This design comes from an exercise in tuning for small area, a short achievable clock period and few clock cycles on the open sky130 flow, not from production work. In this exercise RTL edits were held to simulation tests only and were not proved equivalent to the original. No activity file was given, so power comes from the tool's default toggle rates.

## pepper
## preemptive_key_scheduler
module preemptive_key_scheduler (
    input  logic        clk,
    input  logic        rst_n,
    input  logic        item_valid,
    output logic        item_stall,
    input  logic [53:0] item_bits,
    output logic        result_valid,
    input  logic        result_stall,
    output logic [27:0] result_bits,
    input  logic        psel,
    input  logic        penable,
    input  logic        pwrite,
    input  logic [2:0]  paddr,
    input  logic [31:0] pwdata,
    output logic [31:0] prdata,
    output logic        pready
);
Size: about 1400 flip-flops, ~160 I/O pins, about 72000 µm² of cells after synthesis.
Settings: LEC_CHECK=0, CAP_MARGIN=40, CORE_MARGIN=2, CORE_UTILIZATION=40, CTS_CLUSTER_DIAMETER=120, CTS_CLUSTER_SIZE=20, PLACE_DENSITY=0.6, SLEW_MARGIN=30; clock period 14.0 ns.
standard.sh (not shown) runs the stock make flow with config.mk's settings and CLKGATE_MAP_FILE= SYNTH_SCRIPT=/design/flow/synth_recipe.tcl, a recipe that flattens the netlist after the stock synthesis.
==> flow/flow/run.sh <==
#!/bin/bash
# Standard layout (the standard.sh) with a larger setup margin for
# ORFS's repair_timing, so that repair works towards a shorter period than
# the clock constraint asks. Constraints and scripts are unchanged.
export SETUP_SLACK_MARGIN=9.5
bash standard.sh > standard.log 2>&1
Testbench counts of pepper, summed over its fixed seeds: cycles 8,808.
Setup changes, pepper to onyx
--- a/flow/design.v
+++ b/flow/design.v
@@ -290,34 +290,35 @@
         for (int i = 0; i < SLOT_COUNT; i++)
             if (busy[i] && !(elig[i] && is_one[i]))
                 last_done = 1'b0;
         all_done = !two_busy && last_done;
     end
     assign tick_result = {tick_reg, run_id, !(|elig), first_run, finished, all_done};
     logic [SLOT_COUNT-1:0] stale_low;
-    logic [SLOT_COUNT-1:0] stale_low_reg;
+    logic [SLOT_COUNT-1:0] stale_cur;
     logic [SLOT_COUNT-1:0] row_sel;
     logic [SLOT_COUNT-1:0] row_before;
     logic [KEY_W-1:0]      cmp_key;
     logic [SLOT_COUNT-1:0] beats;
     logic [KEY_W-1:0]      eng_key_reg;
     logic                  pol_chg_reg;
     logic [KEY_W-1:0]      eng_key_next;
     logic [SLOT_COUNT-1:0][1:0] cmp_res;
     assign stale_any = |stale_reg;
+    assign stale_cur = stale_reg & (~stale_reg + 1'b1);
     assign stale_low = stale_next & (~stale_next + 1'b1);
     always_comb
     begin
         eng_key_next = '0;
         for (int i = 0; i < SLOT_COUNT; i++)
             eng_key_next = eng_key_next | ({KEY_W{stale_low[i]}} & slot_key[i]);
         if (take_load)
             eng_key_next = key_of(pol_arr, pol_bur, tk_arr, tk_burst, tk_prio);
         for (int i = 0; i < SLOT_COUNT; i++)
-            row_sel[i] = go_load ? (ld_slot == SLOT_W'(i)) : stale_low_reg[i];
+            row_sel[i] = go_load ? (ld_slot == SLOT_W'(i)) : stale_cur[i];
         cmp_key = eng_key_reg;
         for (int j = 0; j < SLOT_COUNT; j++)
         begin
             row_before[j] = 1'b0;
             for (int s = j + 1; s < SLOT_COUNT; s++)
                 row_before[j] = row_before[j] | row_sel[s];
             cmp_res[j] = lt_eq(slot_key[j], cmp_key);
@@ -347,21 +348,19 @@
     end
     always_ff @(posedge clk or negedge rst_n)
     begin
         if (!rst_n)
         begin
             pol_chg_reg   <= 1'b0;
             stale_reg     <= '0;
-            stale_low_reg <= '0;
         end
         else
         begin
             pol_chg_reg   <= pol_chg;
             stale_reg     <= stale_next;
-            stale_low_reg <= stale_low;
         end
     end
     always_ff @(posedge clk)
     begin
         for (int i = 0; i < SLOT_COUNT; i++)
         begin
             if (take_load && (tk_slot == SLOT_W'(i)))
### Flow results
Looking at routed wire length across onyx and pepper, the one that comes out higher is pepper. Share of cell area taken by multi-input logic gates: onyx vs pepper down 0.27 points. When onyx is measured against pepper, its global-route usage turns out 0.96 points lower. Portion of the layout cell area used by non-clock buffers in onyx is 0.28 points higher than in pepper. Compared with pepper, onyx shows vertical extent of the die that has gone down slightly. Compare onyx and pepper | mux cell area share after synthesis lower: onyx. On total power: onyx sits below pepper. Compound-gate portion of the synthesized area is higher on pepper. Lower part of the Yosys area used for sequential elements among onyx and pepper: pepper.
Testbench counts of onyx, summed over its fixed seeds: cycles 8,808.

what the ideal ports hide:
The results above use ideal ports. As a check the final layouts listed here were re-extracted and re-timed, cells and wires unchanged. Step 1 sets driving cells, clkbuf_16 on the clock port and buf_2 on the other inputs (assumed; they add their load-dependent delay and slew). Step 2 also shifts input and output timing later by t, the mid clock arrival at the registers, as if the neighbouring blocks saw the same clock. Slacks: ideal ports / drivers / drivers and shift; pairs: ideal ports / drivers.
| run | shift t [ns] | setup slack, ns | hold slack, ns | worst setup path after step 2 |
|---|---|---|---|---|
| pepper | 0.865 | 9.417 / 9.426 / 8.608 | 0.485 / 0.485 / 0.485 | input to register |
| onyx | 0.855 | 9.402 / 9.402 / 8.666 | 0.491 / 0.491 / 0.491 | input to register |
After both steps setup and hold are still met in every run listed. The setup slack of pepper, which loses most, moves by +0.009 ns with the drivers and by -0.809 ns with both steps.
